What follows belongs to an exercise in optimizing a design on an open flow for small area, a short achievable clock period and few clock cycles per item; a production flow would make more cautious choices. The RTL was checked by simulation tests, not by an equivalence proof against the original design. No activity file was given, so power comes from the tool's default toggle rates.

## flow/design.v (module list and top-level ports; edited modules follow where they fit)
// module fir_round_sat: 27 lines
// module fir_serial_mac: 6345 lines
// module fir_fa: 10 lines
// module fir_ha: 9 lines
module fir_serial_mac #(
  parameter int DATA_W = fir_pkg::DATA_W_DEF,
  parameter int COEF_W = fir_pkg::COEF_W_DEF,
  parameter int TAPS   = 11,
  parameter int FRAC_W = fir_pkg::FRAC_W_DEF,
  parameter int ADDR_W = fir_pkg::clog2(TAPS)
) (
  input  logic                     i_clk,
  input  logic                     i_rst,
  input  logic                     i_valid,
  output logic                     o_ready,
  input  logic signed [DATA_W-1:0] i_data,
  input  logic                     i_coef_we,
  input  logic [ADDR_W-1:0]        i_coef_addr,
  input  logic signed [COEF_W-1:0] i_coef_data,
  output logic                     o_valid,
  output logic signed [DATA_W-1:0] o_data,
  output logic                     o_sat
);
  // ...
==> flow/flow/run.sh <==
#!/bin/bash
set -e
export SETUP_SLACK_MARGIN=6.3
bash standard.sh > standard_flow.log 2>&1
==> flow/standard.sh <==
#!/bin/bash
# synth_recipe.tcl (not shown) runs the flow's synth.tcl, then flattens the netlist and writes it again
# the make line also repeats each setting of config.mk as NAME=value (left out here)
make -C /OpenROAD-flow-scripts/flow DESIGN_CONFIG=/design/flow/config.mk WORK_HOME=/design/flow/orfs CLKGATE_MAP_FILE= SYNTH_SCRIPT=/design/flow/synth_recipe.tcl "${@:-finish}"
==> flow/config.mk <==
export PLATFORM = sky130hd
export DESIGN_NAME = fir_serial_mac
export DESIGN_NICKNAME = fir_serial_mac
export VERILOG_FILES = /design/flow/design.v
export SDC_FILE = /design/flow/constraint.sdc
export NUM_CORES = 4
export LEC_CHECK = 0
export CAP_MARGIN = 20
export CORE_MARGIN = 2
export CORE_UTILIZATION = 55
export PLACE_DENSITY = 0.65
export SLEW_MARGIN = 20
export SYNTH_HIERARCHICAL = 1
export SYNTH_MINIMUM_KEEP_SIZE = 0
export TNS_END_PERCENT = 100
==> flow/constraint.sdc <==
create_clock -name core_clock -period 10.0 [get_ports {i_clk}]
set_input_delay 2.0000 -clock core_clock [delete_from_list [all_inputs] [get_ports {i_clk}]]
set_output_delay 2.0000 -clock core_clock [all_outputs]
set_load 0.01 [all_outputs]
==> run_results.csv, run 1 <==
group,metric,value,unit
layout,ff_latch_area,20910,sq um
layout,final_common_cell,"xnor2_1",
power_and_ir_drop,p_seq,0.00455,W
drt,drtIter0Drc,12360,
worst_setup_path,endpoint,"o_data[3]",
place,dpl.cell_count,10130,
layout,design_area,106400,sq um
layout,antenna_cells,46,
worst_setup_path,crit_path_end_kind,"flip-flop",
worst_setup_path,worstReg2RegEnd,"o_data[3]",
clock_tree,htree_levels,3,
grt,met2_usage,71.55,%
layout,seq_cell_count,989,
layout,nClkBuffers,154,
drt,met3_length,85970,um
power_and_ir_drop,clockNetworkPower,0.00457,W
synthesis,synth_nets,10480,
worst_setup_path,crit_buf_inv,3,
grt,grt.met1_usage,64.32,%
power_and_ir_drop,peakVddDrop,0.0003046,V
grt,first_global_vias,73700,
place,dpl.hpwl,356500,um
worst_hold_path,worstHoldStart,"vc",
die,dieArea,174900,sq um
drt,ant_nets,0,
layout,area_share_nonclk_buffers,6.328,%
drt,drc,0,
status,outcome,"timing/DRC/antenna clean",
power_and_ir_drop,switching_power,0.005994,W
sta,hold_ws,453.1,ps
drt,met1_length,162900,um
die,fp.dieH,418.2,um
synthesis,syn_inst,8668,
synthesis,ys_ff_latch,989,
layout,signal_buffers,609,
worst_setup_path,start_kind,"flip-flop",
power_and_ir_drop,p_total,0.01554,W
layout,layout-drive-gt1-share,16.97,%
worst_setup_path,cp.required,10720,ps
Testbench counts, summed over its fixed seeds: cycles 1,968, items 1,920.
==> run 2, diff against run 1 <==
--- a/flow/design.v
+++ b/flow/design.v
@@ -74,18 +74,16 @@
   logic [23:0] ce3;
   logic [23:0] ce4;
   logic [23:0] ce5;
   logic [23:0] ce6;
   logic [23:0] ce7;
   logic [23:0] ce8;
   logic [23:0] ce9;
   logic [23:0] ce10;
-  logic [17:0] x_pend;
-  logic redo, vb, vc;
   logic pa_0_0;
   logic pa_0_1;
   logic pa_0_2;
   logic pa_0_3;
   logic pa_0_4;
   logic pa_0_5;
   logic pa_0_6;
   logic pa_0_7;
@@ -583,47 +581,56 @@
   logic pb_33_1;
   logic pb_33_2;
   logic pb_34_0;
   logic pb_34_1;
   logic pb_34_2;
   logic pb_35_0;
   logic pb_36_0;
   logic [36:0] sum_s, sum_c;
-  logic accept, wr, wr_ok, stale;
-  assign o_ready = ~redo;
-  assign accept  = i_valid & ~redo;
-  assign wr      = i_coef_we & ~redo;
-  assign wr_ok   = wr & (i_coef_addr < 4'd11);
+  logic [17:0] xin_q;       
+  logic [15:0] wdata_q;     
+  logic [10:0] we_q;        
+  logic        acc_q;       
+  logic        stale_q;     
+  logic        pend;        
+  logic        rst_q;       
+  logic        ready_q;     
+  logic        shift, vb, vc;
+  logic        accept, wr_ok, stale;
+  assign o_ready = ready_q;
+  assign accept  = i_valid & ready_q;
+  assign wr_ok   = i_coef_we & ready_q & (i_coef_addr < 4'd11);
   assign stale   = accept & wr_ok & (i_coef_addr != 4'd0);
+  assign shift   = (acc_q & ~stale_q) | pend;
   logic [23:0] wenc;
-  assign wenc[2] = (i_coef_data[1] & ~(i_coef_data[0] & 1'b0));
-  assign wenc[1] = (i_coef_data[0] ^ 1'b0);
-  assign wenc[0] = ((i_coef_data[1] & ~i_coef_data[0] & ~1'b0) | (~i_coef_data[1] & i_coef_data[0] & 1'b0));
-  assign wenc[5] = (i_coef_data[3] & ~(i_coef_data[2] & i_coef_data[1]));
-  assign wenc[4] = (i_coef_data[2] ^ i_coef_data[1]);
-  assign wenc[3] = ((i_coef_data[3] & ~i_coef_data[2] & ~i_coef_data[1]) | (~i_coef_data[3] & i_coef_data[2] & i_coef_data[1]));
-  assign wenc[8] = (i_coef_data[5] & ~(i_coef_data[4] & i_coef_data[3]));
-  assign wenc[7] = (i_coef_data[4] ^ i_coef_data[3]);
-  assign wenc[6] = ((i_coef_data[5] & ~i_coef_data[4] & ~i_coef_data[3]) | (~i_coef_data[5] & i_coef_data[4] & i_coef_data[3]));
-  assign wenc[11] = (i_coef_data[7] & ~(i_coef_data[6] & i_coef_data[5]));
-  assign wenc[10] = (i_coef_data[6] ^ i_coef_data[5]);
-  assign wenc[9] = ((i_coef_data[7] & ~i_coef_data[6] & ~i_coef_data[5]) | (~i_coef_data[7] & i_coef_data[6] & i_coef_data[5]));
-  assign wenc[14] = (i_coef_data[9] & ~(i_coef_data[8] & i_coef_data[7]));
-  assign wenc[13] = (i_coef_data[8] ^ i_coef_data[7]);
-  assign wenc[12] = ((i_coef_data[9] & ~i_coef_data[8] & ~i_coef_data[7]) | (~i_coef_data[9] & i_coef_data[8] & i_coef_data[7]));
-  assign wenc[17] = (i_coef_data[11] & ~(i_coef_data[10] & i_coef_data[9]));
-  assign wenc[16] = (i_coef_data[10] ^ i_coef_data[9]);
-  assign wenc[15] = ((i_coef_data[11] & ~i_coef_data[10] & ~i_coef_data[9]) | (~i_coef_data[11] & i_coef_data[10] & i_coef_data[9]));
-  assign wenc[20] = (i_coef_data[13] & ~(i_coef_data[12] & i_coef_data[11]));
-  assign wenc[19] = (i_coef_data[12] ^ i_coef_data[11]);
-  assign wenc[18] = ((i_coef_data[13] & ~i_coef_data[12] & ~i_coef_data[11]) | (~i_coef_data[13] & i_coef_data[12] & i_coef_data[11]));
-  assign wenc[23] = (i_coef_data[15] & ~(i_coef_data[14] & i_coef_data[13]));
-  assign wenc[22] = (i_coef_data[14] ^ i_coef_data[13]);
-  assign wenc[21] = ((i_coef_data[15] & ~i_coef_data[14] & ~i_coef_data[13]) | (~i_coef_data[15] & i_coef_data[14] & i_coef_data[13]));
+  assign wenc[2] = (wdata_q[1] & ~(wdata_q[0] & 1'b0));
+  assign wenc[1] = (wdata_q[0] ^ 1'b0);
+  assign wenc[0] = ((wdata_q[1] & ~wdata_q[0] & ~1'b0) | (~wdata_q[1] & wdata_q[0] & 1'b0));
+  assign wenc[5] = (wdata_q[3] & ~(wdata_q[2] & wdata_q[1]));
+  assign wenc[4] = (wdata_q[2] ^ wdata_q[1]);
+  assign wenc[3] = ((wdata_q[3] & ~wdata_q[2] & ~wdata_q[1]) | (~wdata_q[3] & wdata_q[2] & wdata_q[1]));
+  assign wenc[8] = (wdata_q[5] & ~(wdata_q[4] & wdata_q[3]));
+  assign wenc[7] = (wdata_q[4] ^ wdata_q[3]);
+  assign wenc[6] = ((wdata_q[5] & ~wdata_q[4] & ~wdata_q[3]) | (~wdata_q[5] & wdata_q[4] & wdata_q[3]));
+  assign wenc[11] = (wdata_q[7] & ~(wdata_q[6] & wdata_q[5]));
+  assign wenc[10] = (wdata_q[6] ^ wdata_q[5]);
+  assign wenc[9] = ((wdata_q[7] & ~wdata_q[6] & ~wdata_q[5]) | (~wdata_q[7] & wdata_q[6] & wdata_q[5]));
+  assign wenc[14] = (wdata_q[9] & ~(wdata_q[8] & wdata_q[7]));
+  assign wenc[13] = (wdata_q[8] ^ wdata_q[7]);
+  assign wenc[12] = ((wdata_q[9] & ~wdata_q[8] & ~wdata_q[7]) | (~wdata_q[9] & wdata_q[8] & wdata_q[7]));
+  assign wenc[17] = (wdata_q[11] & ~(wdata_q[10] & wdata_q[9]));
+  assign wenc[16] = (wdata_q[10] ^ wdata_q[9]);
+  assign wenc[15] = ((wdata_q[11] & ~wdata_q[10] & ~wdata_q[9]) | (~wdata_q[11] & wdata_q[10] & wdata_q[9]));
+  assign wenc[20] = (wdata_q[13] & ~(wdata_q[12] & wdata_q[11]));
+  assign wenc[19] = (wdata_q[12] ^ wdata_q[11]);
+  assign wenc[18] = ((wdata_q[13] & ~wdata_q[12] & ~wdata_q[11]) | (~wdata_q[13] & wdata_q[12] & wdata_q[11]));
+  assign wenc[23] = (wdata_q[15] & ~(wdata_q[14] & wdata_q[13]));
+  assign wenc[22] = (wdata_q[14] ^ wdata_q[13]);
+  assign wenc[21] = ((wdata_q[15] & ~wdata_q[14] & ~wdata_q[13]) | (~wdata_q[15] & wdata_q[14] & wdata_q[13]));
   wire p1 = (ce1[1] & h1[0]) ^ ce1[2];
   wire p2 = ((ce1[1] & h1[1]) | (ce1[0] & h1[0])) ^ ce1[2];
   wire p3 = ((ce1[1] & h1[2]) | (ce1[0] & h1[1])) ^ ce1[2];
   wire p4 = ((ce1[1] & h1[3]) | (ce1[0] & h1[2])) ^ ce1[2];
   wire p5 = ((ce1[1] & h1[4]) | (ce1[0] & h1[3])) ^ ce1[2];
   wire p6 = ((ce1[1] & h1[5]) | (ce1[0] & h1[4])) ^ ce1[2];
   wire p7 = ((ce1[1] & h1[6]) | (ce1[0] & h1[5])) ^ ce1[2];
   wire p8 = ((ce1[1] & h1[7]) | (ce1[0] & h1[6])) ^ ce1[2];
@@ -6317,26 +6324,45 @@
     pb_33_0 <= s5043;
     pb_33_1 <= c5036;
     pb_33_2 <= s5045;
     pb_34_0 <= c5044;
     pb_34_1 <= c5046;
     pb_34_2 <= s5047;
     pb_35_0 <= c5048;
     pb_36_0 <= pa_36_0;
-    o_data <= rs_data;
-    o_sat  <= rs_sat;
-    if (accept) x_pend <= i_data;
+    o_data  <= rs_data;
+    o_sat   <= rs_sat;
+    rst_q   <= i_rst;
+    wdata_q <= i_coef_data;
+    if (ready_q) xin_q <= i_data;
   end
   always_ff @(posedge i_clk) begin
     if (i_rst) begin
-      redo    <= 1'b0;
+      ready_q <= 1'b1;
+      acc_q   <= 1'b0;
+      stale_q <= 1'b0;
+      pend    <= 1'b0;
+      we_q    <= '0;
       vb      <= 1'b0;
       vc      <= 1'b0;
       o_valid <= 1'b0;
+    end else begin
+      ready_q <= ~stale;
+      acc_q   <= accept;
+      stale_q <= stale;
+      pend    <= acc_q & stale_q;
+      for (int k = 0; k < 11; k++) we_q[k] <= wr_ok && i_coef_addr == 4'(k);
+      vb      <= shift;
+      vc      <= vb;
+      o_valid <= vc;
+    end
+  end
+  always_ff @(posedge i_clk) begin
+    if (rst_q) begin
       h1 <= '0;
       h2 <= '0;
       h3 <= '0;
       h4 <= '0;
       h5 <= '0;
       h6 <= '0;
       h7 <= '0;
       h8 <= '0;
@@ -6349,43 +6375,39 @@
       ce4 <= '0;
       ce5 <= '0;
       ce6 <= '0;
       ce7 <= '0;
       ce8 <= '0;
       ce9 <= '0;
       ce10 <= '0;
     end else begin
-      redo    <= stale;
-      vb      <= (accept & ~stale) | redo;
-      vc      <= vb;
-      o_valid <= vc;
-      if ((accept & ~stale) | redo) begin
-        h1 <= redo ? x_pend : i_data;
+      if (shift) begin
+        h1 <= xin_q;
         h2 <= h1;
         h3 <= h2;
         h4 <= h3;
         h5 <= h4;
         h6 <= h5;
         h7 <= h6;
         h8 <= h7;
         h9 <= h8;
         h10 <= h9;
       end
-      if (wr_ok && i_coef_addr == 4'd0) ce0 <= wenc;
-      if (wr_ok && i_coef_addr == 4'd1) ce1 <= wenc;
-      if (wr_ok && i_coef_addr == 4'd2) ce2 <= wenc;
-      if (wr_ok && i_coef_addr == 4'd3) ce3 <= wenc;
-      if (wr_ok && i_coef_addr == 4'd4) ce4 <= wenc;
-      if (wr_ok && i_coef_addr == 4'd5) ce5 <= wenc;
-      if (wr_ok && i_coef_addr == 4'd6) ce6 <= wenc;
-      if (wr_ok && i_coef_addr == 4'd7) ce7 <= wenc;
-      if (wr_ok && i_coef_addr == 4'd8) ce8 <= wenc;
-      if (wr_ok && i_coef_addr == 4'd9) ce9 <= wenc;
-      if (wr_ok && i_coef_addr == 4'd10) ce10 <= wenc;
+      if (we_q[0]) ce0 <= wenc;
+      if (we_q[1]) ce1 <= wenc;
+      if (we_q[2]) ce2 <= wenc;
+      if (we_q[3]) ce3 <= wenc;
+      if (we_q[4]) ce4 <= wenc;
+      if (we_q[5]) ce5 <= wenc;
+      if (we_q[6]) ce6 <= wenc;
+      if (we_q[7]) ce7 <= wenc;
+      if (we_q[8]) ce8 <= wenc;
+      if (we_q[9]) ce9 <= wenc;
+      if (we_q[10]) ce10 <= wenc;
     end
   end
 endmodule
 module fir_fa (
   input  logic i_a,
   input  logic i_b,
   input  logic i_c,
   output logic o_s,
--- a/flow/config.mk
+++ b/flow/config.mk
@@ -4,12 +4,12 @@
 export VERILOG_FILES = /design/flow/design.v
 export SDC_FILE = /design/flow/constraint.sdc
 export NUM_CORES = 4
 export LEC_CHECK = 0
 export CAP_MARGIN = 20
 export CORE_MARGIN = 2
 export CORE_UTILIZATION = 55
 export PLACE_DENSITY = 0.65
-export SLEW_MARGIN = 20
+export SLEW_MARGIN = 30
 export SYNTH_HIERARCHICAL = 1
 export SYNTH_MINIMUM_KEEP_SIZE = 0
 export TNS_END_PERCENT = 100
==> run 2 against run 1 <==
Effect of this change: highest routed layer unchanged; clock skew fell by 31 ps; largest power group is now clock; synthesized area increased by 1.8%; first-iteration DRC count is 6.6% lower; setup slack gained 130 ps; clock power is 1% higher.
==> run_results.csv, run 2 <==
group,metric,value,unit
sta,rsz0062_at_grt,"true",
synthesis,synth_top_area_share,35.18,%
grt,grt_first_pass_wirelength,628500,um
synthesis,syn_inst,8458,
die,die_width,422.0,um
status,outcome,"timing/DRC/antenna clean",
clock_tree,cts_hold_buf,0,
drt,routed_wl,473800,um
layout,final_common_cell,"fa_1",
grt,antenna_found_initial,31,
sta,tightestPinTransition,1213,ps
synthesis,synth_most_common_cell,"fa_1",
layout,area_growth,9.539,%
clock_tree,root_buffer,"clkbuf_16",
clock_tree,insertion_delay,820,ps
die,initial_utilization,55.29,%
drt,drtIter0Drc,11540,
place,routabilityCongestion,1.123,
sta,hold_ws,441.0,ps
sta,final.period_utilization,37.63,%
drt,ant_nets,0,
synthesis,ys_top_cells_by_count,"fa_1 (1689), xnor2_1 (1594), a22oi_1 (1496), dfxtp_1 (1002), buf_2 (797)",
layout,ff_latch_area,21670,sq um
sta,skew,35.38,ps
power_and_ir_drop,p_clk_share,33.8,%
worst_setup_path,crit_buf_inv,1,
clock_tree,cts.sinks,1020,
worst_setup_path,crit_chain,"fa_1 > ha_4 > nand3_2 > o211ai_1 > o2111ai_2 > a21o_4 > a211oi_4 > buf_6 > a21oi_4 > xor2_4 > o41a_4 > o41ai_4",
layout,fillers,14090,
synthesis,seq_area_frac_synth,21.44,%
die,fp.dieH,422.0,um
worst_setup_path,worst-setup-path-type,"reg -> reg",
worst_setup_path,cpLargestDelayFamily,"compound AO/OA/AOI/OAI gates",
worst_hold_path,hold_path.class,"reg -> reg",
die,core_area,173800,sq um
power_and_ir_drop,internal-power,0.008829,W
drt,drt_first_pass_iters,7,
layout,finalNetCount,9809,
drt,routedWlPerCell,45.30,um
grt,grt_usage,51.92,%
synthesis,syn_avg_cell_area,11.36,sq um
sta,setup_violations,0,
grt,first_global_vias,72330,
die,pin_count,63,
sta,hold_violations,0,
worst_setup_path,cp_max_fo,7,
worst_setup_path,cp_slowest_cell,"o41a_4",
synthesis,synthTopCellsByArea,"fa_1 (35%), dfxtp_1 (21%), xnor2_1 (15%)",
power_and_ir_drop,power_density,130.4,nW/um^2
power_and_ir_drop,pwr-share-comb,33.5,%
worst_setup_path,cp.arrival,4480,ps
layout,final_cell_mix,"fa_1 (1598), xnor2_1 (1579), a22oi_1 (1480), dfxtp_1 (692), mux2i_1 (367)",
worst_setup_path,crit_path_end_kind,"flip-flop",
place,dpl.cell_count,10000,
power_and_ir_drop,leakage,40.76,nW
synthesis,ys_ff_latch,1020,
synthesis,syn-cell-area,96100,sq um
worst_setup_path,critPathMaxStageDelay,580,ps
worst_setup_path,rrSetupSlack,6240,ps
clock_tree,cts_made_buffers,117,
synthesis,async_flop_share,0,%
layout,multi_input_area,71180,sq um
drt,via_per_inst,7.134,
die,dieArea,178100,sq um
synthesis,synth_nets,10270,
drt,drc,0,
place,port_buffers,62,
die,rows,153,
layout,fin_util,60.56,%
sta,fin_tns_setup,0,ps
run,cap_violations,0,
synthesis,synth_edf_count,18,
drt,vias,74620,
power_and_ir_drop,peakVddDrop,0.0002179,V
synthesis,synth_top_area_cell,"fa_1",
synthesis,ys_types,68,
clock_tree,clk_pin_slew_worst_paths,60,ps
clock_tree,htree_levels,3,
sta,slew_headroom,19.11,%
grt,overflow,0,
sta,fmax,0.2657,GHz
grt,grt_start_max_net_pins,210,
worst_setup_path,start_kind,"flip-flop",
clock_tree,clock_path_buffers,3,
power_and_ir_drop,sw_frac_of_total,35.67,%
power_and_ir_drop,p_seq_share,32.7,%
power_and_ir_drop,switching_power,0.004896,W
synthesis,synth-main-ff-cell,"dfxtp_1",
layout,layout-drive-gt1-share,14.35,%
layout,instances_no_fill,10460,
synthesis,yosysWarnings,8,
place,dpl.hpwl,351600,um
clock_tree,cts_tree,"done",
place,placed_cell_area,96200,sq um
sta,min_period,3763,ps
sta,drv_slew,0,
layout,design_area,105300,sq um
worst_setup_path,cp.required,10710,ps
[run 2: worst paths after layout]
check | startpoint | endpoint | cells after the start
max reg2reg | pb_4_1 | o_data[3] | 12
max | pb_4_1 | o_data[3] | 12
min reg2reg | vc | o_valid | 1
min | vc | o_valid | 1
[run 2: logic make-up (layout without fill, tap and decap cells)]
group / after synthesis / after routing / synth area share, %
mux: 368 / 368 / 3.833
other cells: 2 / 39 / 0.007815
buf+inv: 1092 / 728 / 5.691
xor+xnor: 1697 / 1697 / 15.47
simple gates: 701 / 701 / 3.521
flops: 1020 / 1020 / 21.44
fa+ha+maj: 1767 / 1767 / 36.20
compound gates: 1811 / 1814 / 13.85
[run 2: final cells by class]
| class | count | area share [%] |
|---|---|---|
| diodes | 37 | 0.08796 |
| well taps | 2325 | 2.763 |
| clock inverters | 43 | 0.5551 |
| multi-input cells | 6349 | 67.62 |
| inverters | 29 | 0.1034 |
| repair buffers | 483 | 4.985 |
| clock buffers | 173 | 3.298 |
| flip-flops and latches | 1020 | 20.58 |
[run 2: metal layers]
metal | up-vias | GRT usage, % | share of wire [%]
li1 | 27710 | - | -
met1 | 38340 | 63.30 | 34
met2 | 6937 | 68.96 | 39
met3 | 1594 | 28.17 | 17
met4 | 34 | 36.80 | 9.7
met5 | - | 2.419 | 0.23
[run 2: power by group through the flow]
stage / Combinational, W / Sequential (W) / Clock (W)
final: 0.00460 / 0.00449 / 0.00463
after floorplan: 0.00224 / 0.00456 / 0
after detailed placement: 0.00348 / 0.00463 / 0
after global routing: 0.00480 / 0.00451 / 0.00480
after CTS: 0.00383 / 0.00449 / 0.00463
after global placement: 0.00342 / 0.00462 / 0
[run 2: what timing repair did]
item,CTS,global route
pin swaps,19,94
cloned,10,11
setup buffers,13,168
gates resized for setup,669,346
endpoints found under the setup margin,240,104
[run 2: Yosys stat by module, one instance, submodules excluded, excerpt]
module	copies in the design	cell area, sq um	cells
fir_ha	26	12.51	1
fir_fa	1688	20.02	1
fir_serial_mac	1	59670	6421
[run 2: stage by stage]
stage,power (W),setup WS (ps)
3_5_place_dp,0.008110,5575
2_1_floorplan,0.006795,6500
5_1_grt,0.01410,6131
3_3_place_gp,0.008038,5609
4_1_cts,0.01295,6273
6_report,0.01372,6237
Testbench counts of run 2, summed over its fixed seeds: cycles 1,984, items 1,920.
==> run 3, diff against run 2 <==
==> flow/flow/run.sh (replaced) <==
#!/bin/bash
set -e
export SETUP_SLACK_MARGIN=6.2
bash standard.sh > standard_flow.log 2>&1
--- a/flow/config.mk
+++ b/flow/config.mk
@@ -9,4 +9,6 @@
 export CORE_MARGIN = 2
 export CORE_UTILIZATION = 55
+export CTS_CLUSTER_DIAMETER = 90
+export CTS_CLUSTER_SIZE = 20
 export PLACE_DENSITY = 0.65
 export SLEW_MARGIN = 30
==> run 3 against run 2 <==
Effect of this change: maximum frequency down 2.4%; clock skew rose by 6.8 ps; die area unchanged; final cell count fell by 2.5%; setup slack worse by 91 ps; combinational power down about 10%; global-route usage shrank 0.86 points; critical path depth fell by 4; register-to-register slack worse by 90 ps; hold slack improved by 6.2 ps; clock power shrank 29%; highest routed layer unchanged.
==> run_results.csv, run 3 <==
group,metric,value,unit
worst_setup_path,rrSetupSlack,6150,ps
synthesis,syn_inst,8458,
synthesis,ys_types,68,
sta,slew_headroom,23.16,%
grt,first_global_vias,71660,
layout,fin_util,58.18,%
die,die_width,422.0,um
worst_hold_path,worstHoldStart,"vc",
drt,vias,72620,
power_and_ir_drop,power_density,117.8,nW/um^2
synthesis,ys_ff_latch,1020,
synthesis,synth_top_area_cell,"fa_1",
power_and_ir_drop,peakVddDrop,0.0001557,V
die,initial_utilization,55.29,%
drt,routed_wl,463900,um
status,outcome,"timing/DRC/antenna clean",
synthesis,synth-compound-area-share,13.85,%
drt,drtIter0Drc,11230,
place,routabilityCongestion,1.123,
power_and_ir_drop,pwr-share-comb,34.6,%
die,pin_count,63,
sta,drv_slew,0,
power_and_ir_drop,internal-power,0.007408,W
worst_setup_path,start_kind,"flip-flop",
synthesis,synth_most_common_cell,"fa_1",
worst_setup_path,cp_max_fo,17,
power_and_ir_drop,switching_power,0.004510,W
die,fp.dieH,422.0,um
worst_setup_path,worstReg2RegEnd,"pa_14_10",
synthesis,syn-cell-area,96100,sq um
sta,skew,42.22,ps
place,port_buffers,62,
layout,final_common_cell,"fa_1",
sta,hold_violations,0,
worst_hold_path,min_to,"o_valid",
clock_tree,cts.sinks,1020,
sta,fmax,0.2595,GHz
sta,min_period,3854,ps
drt,via_per_inst,7.120,
die,dieArea,178100,sq um
worst_hold_path,hold_path.class,"reg -> reg",
worst_setup_path,cp.arrival,4500,ps
grt,grt_first_pass_wirelength,619400,um
sta,final.period_utilization,38.54,%
power_and_ir_drop,leakage,39.01,nW
synthesis,synth_top_family_by_area,"adder cells",
clock_tree,cts_tree,"done",
worst_hold_path,min_path_cells,1,
synthesis,synthXorXnorAreaFrac,15.47,%
grt,overflow,0,
synthesis,yosys.area_share.adder,36.20,%
drt,drt_first_pass_iters,9,
grt,grt_start_max_net_pins,210,
clock_tree,clock_path_buffers,3,
worst_setup_path,crit_path_end_kind,"flip-flop",
clock_tree,root_buffer,"clkbuf_16",
sta,rsz0062_at_grt,"true",
sta,fin_tns_setup,0,ps
layout,finalNetCount,9615,
die,core_area,173800,sq um
clock_tree,clk_pin_slew_worst_paths,90,ps
synthesis,synth_top_area_share,35.18,%
layout,layout-drive-gt1-share,10.33,%
clock_tree,htree_levels,3,
synthesis,synthSimpleGateAreaFrac,3.521,%
drt,drc,0,
synthesis,synth-main-ff-cell,"dfxtp_1",
power_and_ir_drop,p_clk_share,27.7,%
worst_setup_path,worst-setup-path-type,"reg -> reg",
worst_setup_path,rr_worst_depth,8,
synthesis,ys_top_cells_by_count,"fa_1 (1689), xnor2_1 (1594), a22oi_1 (1496), dfxtp_1 (1002), buf_2 (797)",
synthesis,syn_avg_cell_area,11.36,sq um
run,cap_violations,0,
worst_setup_path,crit_chain,"buf_4 > a22oi_1 > xnor2_1 > fa_1 > fa_1 > fa_1 > fa_1 > fa_1",
layout,area_growth,5.230,%
sta,setup_violations,0,
synthesis,yosysWarnings,8,
synthesis,async_flop_share,0,%
synthesis,synthTopCellsByArea,"fa_1 (35%), dfxtp_1 (21%), xnor2_1 (15%)",
worst_setup_path,worstReg2RegStart,"h8[4]",
worst_setup_path,cpMostUsedCell,"fa_1",
place,dpl.hpwl,351600,um
die,rows,153,
layout,final_cell_mix,"fa_1 (1657), xnor2_1 (1585), a22oi_1 (1495), dfxtp_1 (705), mux2i_1 (368)",
clock_tree,cts_hold_buf,0,
drt,ant_nets,0,
clock_tree,cts_made_buffers,74,
sta,tightestPinTransition,1153,ps
worst_setup_path,cp_slowest_cell,"fa_1",
synthesis,synth_nets,10270,
power_and_ir_drop,sw_frac_of_total,37.84,%
worst_setup_path,critPathMaxStageDelay,690,ps
drt,routedWlPerCell,45.48,um
synthesis,seq_area_frac_synth,21.44,%
grt,grt_usage,51.06,%
worst_setup_path,cp.required,10650,ps
grt,antenna_found_initial,30,
clock_tree,insertion_delay,780,ps
power_and_ir_drop,p_seq_share,37.7,%
synthesis,synth_edf_count,18,
synthesis,synth.area.mux_share,3.833,%
==> run 3: cell counts after synthesis <==
Identical to the previous run, type by type.
==> run 3: worst max-delay path by stage <==
stage | startpoint | end | slack [ps]
after floorplan | pb_1_0 | o_data[0] | 6500
after global placement | pb_1_0 | o_data[1] | 5610
after detailed placement | pb_1_0 | o_data[2] | 5570
after CTS | ready_q | o_ready | 6140
after global routing | pb_4_1 | o_data[3] | 6090
final | h8[4] | pa_14_10 | 6150
==> run 3: critical path, delay by kind of cell (launching register included) <==
family	cells	cell delay (ps)
compound gates	1	150
flops	1	320
fa+ha+maj	5	2820
xor+xnor	1	180
buf+inv	1	260
==> run 3: through the flow <==
step | std cells | hold WS, ps | area (sq um) | setup WS [ps] | total power, W
floorplan | 8458 | 341.1 | 96100 | 6500 | 0.006795
global placement | 9999 | 424.2 | 96050 | 5609 | 0.008038
detailed placement | 10000 | 428.9 | 96200 | 5575 | 0.008110
CTS | 10130 | 448.2 | 99550 | 6142 | 0.01157
global route | 10180 | 469.2 | 101100 | 6088 | 0.01226
finish | 10200 | 447.2 | 101100 | 6146 | 0.01192
==> run 3: cell families after synthesis <==
family / Yosys count
compound gates: 1811
fa+ha+maj: 1767
xor+xnor: 1697
buf+inv: 1092
flops: 1020
simple gates: 701
mux: 368
other cells: 2
==> run 3: layer usage <==
metal  part of all wire (%)  up-vias  GRT usage [%]  wire length (um)
li1                       -    27240              -                 -
met1                     34    37530          62.79            158600
met2                     39     6390          67.93            179100
met4                    9.6       26          35.72             44670
met3                     17     1435          27.29             81040
met5                   0.10        -         0.6452               468
==> run 3: Yosys stat by module (local to each module, per instance), a selection <==
module	cell area, sq um	flops+latches	cells inside	copies in the design
fir_serial_mac	59670	1020	6421	1
fir_fa	20.02	0	1	1688
fir_ha	12.51	0	1	26
==> run 3: layout make-up <==
cell class / count / area, sq um
Sequential cell: 1020 / 21570
Clock buffer: 87 / 1953
Multi-Input combinational cell: 6348 / 70680
Clock inverter: 32 / 429.2
Inverter: 29 / 108.9
Tap cell: 2325 / 2909
Antenna cell: 25 / 62.56
Timing Repair Buffer: 333 / 3418
Fill cell: 14530 / 72700
==> run 3: repair_timing <==
action	CTS	global route
resized for setup	421	329
buffers inserted	8	32
pin swaps	9	33
gates cloned	2	9
setup endpoints to repair	172	95
==> run 3: power groups by stage <==
| stage | combinational, W | clock, W | sequential (W) |
|---|---|---|---|
| 3_5_place_dp | 0.00348 | 0 | 0.00463 |
| 6_report | 0.00413 | 0.00330 | 0.00449 |
| 3_3_place_gp | 0.00342 | 0 | 0.00462 |
| 2_1_floorplan | 0.00224 | 0 | 0.00456 |
| 5_1_grt | 0.00430 | 0.00344 | 0.00451 |
| 4_1_cts | 0.00374 | 0.00331 | 0.00452 |
==> run 4, diff against run 3 <==
==> flow/flow/run.sh (replaced) <==
#!/bin/bash
set -e
export SETUP_SLACK_MARGIN=6.35
bash standard.sh > standard_flow.log 2>&1
==> run 4 against run 3 <==
Effect of this change: critical path type unchanged; cell area increased by 4.6%; critical path depth is the same; first-iteration DRC count grew 6.4%; utilization up 2.7 points; critical endpoint is now pa_14_11; final cell count is 2.9% higher; register-to-register slack gained 100 ps; maximum frequency up 2.8%.
==> run_results.csv, run 4 <==
group,metric,value,unit
status,outcome,"timing/DRC/antenna clean",
grt,grt_first_pass_wirelength,628100,um
drt,routed_wl,479700,um
clock_tree,cts_tree,"done",
worst_setup_path,start_kind,"flip-flop",
sta,slew_headroom,21.17,%
worst_hold_path,min_to,"o_valid",
worst_setup_path,crit_path_end_kind,"flip-flop",
drt,drc,0,
run,cap_violations,0,
place,pre_cts_slack,5575,ps
worst_setup_path,critPathMaxStageDelay,650,ps
synthesis,synthSimpleGateAreaFrac,3.521,%
worst_setup_path,cpLargestDelayFamily,"adder cells",
worst_setup_path,crit_buf_inv,1,
worst_hold_path,min_path_cells,1,
sta,fin_tns_setup,0,ps
sta,final.period_utilization,37.50,%
power_and_ir_drop,leakage,40.75,nW
layout,finalNetCount,9901,
synthesis,synth-compound-area-share,13.85,%
die,dieArea,178100,sq um
grt,first_global_vias,72200,
drt,drt_first_pass_iters,9,
synthesis,synth-main-ff-cell,"dfxtp_1",
synthesis,synth.area.mux_share,3.833,%
die,fp.dieH,422.0,um
grt,grt_usage,51.92,%
power_and_ir_drop,peakVddDrop,0.0001513,V
worst_setup_path,cp_slowest_cell,"xnor2_1",
sta,rsz0062_at_grt,"true",
clock_tree,clk_pin_slew_worst_paths,100,ps
clock_tree,root_buffer,"clkbuf_16",
worst_setup_path,worstReg2RegEnd,"pa_14_11",
synthesis,synth_nets,10270,
synthesis,yosysWarnings,8,
clock_tree,cts.sinks,1020,
worst_hold_path,hold_path.class,"reg -> reg",
worst_setup_path,cp_max_fo,17,
place,routabilityCongestion,1.123,
worst_setup_path,cp.arrival,4480,ps
die,core_area,173800,sq um
die,initial_utilization,55.29,%
power_and_ir_drop,p_total,0.01209,W
synthesis,ys_types,68,
worst_setup_path,worst-setup-path-type,"reg -> reg",
layout,fin_util,60.85,%
synthesis,synthXorXnorAreaFrac,15.47,%
drt,top_layer_used,"met5",
worst_setup_path,worstReg2RegStart,"h10[1]",
clock_tree,insertion_delay,770,ps
sta,hold_ws,447.3,ps
sta,hold_violations,0,
clock_tree,htree_levels,3,
grt,overflow,0,
die,die_width,422.0,um
place,port_buffers,62,
synthesis,synth_top_area_share,35.18,%
worst_setup_path,cpMostUsedCell,"fa_1",
worst_setup_path,rr_worst_depth,8,
layout,final_common_cell,"xnor2_1",
sta,tightestPinTransition,1182,ps
sta,fmax,0.2667,GHz
drt,via_per_inst,7.147,
synthesis,syn_inst,8458,
synthesis,yosys.area_share.adder,36.20,%
synthesis,synth_top_area_cell,"fa_1",
worst_hold_path,worstHoldStart,"vc",
drt,ant_nets,0,
synthesis,ys_ff_latch,1020,
synthesis,ys_top_cells_by_count,"fa_1 (1689), xnor2_1 (1594), a22oi_1 (1496), dfxtp_1 (1002), buf_2 (797)",
power_and_ir_drop,power_density,114.3,nW/um^2
drt,vias,74990,
worst_setup_path,cp.required,10730,ps
sta,setup_ws,6250,ps
sta,setup_violations,0,
clock_tree,cts_made_buffers,74,
drt,wl_met2,184200,um
drt,drtIter0Drc,11950,
grt,grt_start_max_net_pins,210,
sta,drv_slew,0,
drt,met3_length,84140,um
worst_setup_path,rrSetupSlack,6250,ps
layout,fillers,14070,
layout,area_growth,10.07,%
synthesis,syn-cell-area,96100,sq um
drt,routedWlPerCell,45.71,um
die,rows,153,
sta,skew,42.74,ps
layout,layout-drive-gt1-share,16.53,%
worst_setup_path,crit_chain,"buf_6 > a22oi_1 > xnor2_1 > fa_2 > fa_1 > fa_1 > fa_1 > fa_1",
drt,met1_length,161300,um
synthesis,synth_edf_count,18,
grt,antenna_found_initial,35,
synthesis,synth_most_common_cell,"fa_1",
synthesis,seq_area_frac_synth,21.44,%
place,dpl.hpwl,351600,um
die,pin_count,63,
synthesis,async_flop_share,0,%
layout,final_cell_mix,"xnor2_1 (1569), fa_1 (1513), a22oi_1 (1446), dfxtp_1 (681), mux2i_1 (367)",
synthesis,syn_avg_cell_area,11.36,sq um
clock_tree,clock_path_buffers,3,
sta,min_period,3750,ps
synthesis,synth_top_family_by_area,"adder cells",
synthesis,synthTopCellsByArea,"fa_1 (35%), dfxtp_1 (21%), xnor2_1 (15%)",
==> run 4: cell counts after synthesis <==
No cell type changed its count.
==> run 4: through the flow <==
| step | instances | cell area [sq um] |
|---|---|---|
| CTS | 10170 | 101300 |
| floorplan | 8458 | 96100 |
| finish | 10490 | 105800 |
| global placement | 9999 | 96050 |
| global route | 10470 | 105700 |
| detailed placement | 10000 | 96200 |
==> run 4: cell families after synthesis <==
family	after synthesis
muxes	368
adders and majority gates	1767
DFF	1020
and+or+nand+nor	701
xor gates and xnor gates	1697
buffers and inverters	1092
AOI/OAI and AO/OA	1811
other	2
==> run 4: Yosys stat by module (local to each module, per instance), a selection <==
module,cells,cell area [sq um],flip-flops and latches,times used
fir_fa,1,20.02,0,1688
fir_ha,1,12.51,0,26
fir_serial_mac,6421,59670,1020,1
==> run 4: power breakdown <==
group,leakage [nW],total (W),internal (W),switching [W]
combinational,31.0,0.00432,0.00170,0.00262
sequential,8.56,0.00447,0.00428,0.000197
clock,1.16,0.00330,0.00153,0.00177
==> run 4: worst max path at each step <==
stage	from	end	depth (start not counted)
3_3_place_gp	pb_1_0	o_data[1]	12
4_1_cts	pb_15_2	o_data[3]	11
3_5_place_dp	pb_1_0	o_data[2]	12
6_report	h10[1]	pa_14_11	8
2_1_floorplan	pb_1_0	o_data[0]	13
5_1_grt	pb_4_1	o_data[3]	12
==> run 4: metal layers <==
metal / GRT usage (%) / vias up
li1: - / 27860
met2: 68.80 / 6969
met4: 37.98 / 30
met1: 62.72 / 38410
met3: 28.83 / 1721
met5: 0.4839 / -
==> run 4: final cells by class <==
cell class / count / area [sq um] / area share (%)
antenna: 33 / 82.58 / 0.07807
clock buffer: 87 / 1953 / 1.846
clock inverter: 32 / 429.2 / 0.4057
inverter: 29 / 108.9 / 0.1029
multi-input combinational: 6348 / 71540 / 67.63
sequential: 1020 / 21720 / 20.53
tap: 2325 / 2909 / 2.750
timing repair buffer: 619 / 7033 / 6.649
==> run 4: timing repair <==
| action | CTS | global route |
|---|---|---|
| gates cloned | 13 | 10 |
| setup buffers | 31 | 283 |
| setup endpoints to repair | 255 | 112 |
| pin swaps | 24 | 132 |
| resized for setup | 799 | 431 |
| hold buffers | 0 | 0 |
==> run 4: worst reg2reg max path, cell delays in order, from the launching register on <==
cell,delay [ps]
dfxtp_1,330
buf_6,250
a22oi_1,190
xnor2_1,650
fa_2,450
fa_1,460
fa_1,450
fa_1,410
fa_1,540

## port drivers added, routing unchanged
How much do the figures lean on ideal ports? The routed layouts below were timed once more, with nothing changed but the port constraints. Step 1 assumes that a clkbuf_16 drives the clock port and a buf_2 every other input. Step 2, shift: input delay + t, output delay - t, t = (earliest + latest rising clock arrival at the registers) / 2. This alone moves slack from input paths to output paths. Three values: ideal ports, drivers, drivers and shift; two values: the first two.
| run | t (ns) | setup WS [ns] | worst hold slack (ns) | worst data-port slew with drivers (ns) | cell pins on the clock port's net |
|---|---|---|---|---|---|
| run 1 | 0.916 | 6.104 / 6.104 / 5.508 | 0.453 / 0.453 / 0.453 | 0.08 | 1 |
| run 2 | 0.899 | 6.237 / 6.222 / 6.203 | 0.441 / 0.441 / 0.441 | 0.06 | 1 |
| run 3 | 0.853 | 6.146 / 6.146 / 6.146 | 0.447 / 0.447 / 0.447 | 0.05 | 1 |
| run 4 | 0.850 | 6.250 / 6.250 / 6.250 | 0.447 / 0.447 / 0.447 | 0.06 | 1 |
After both steps every run listed still meets setup and hold. The setup slack of run 1, which loses most, moves by 0.000 ns with the drivers and by -0.596 ns with both steps.
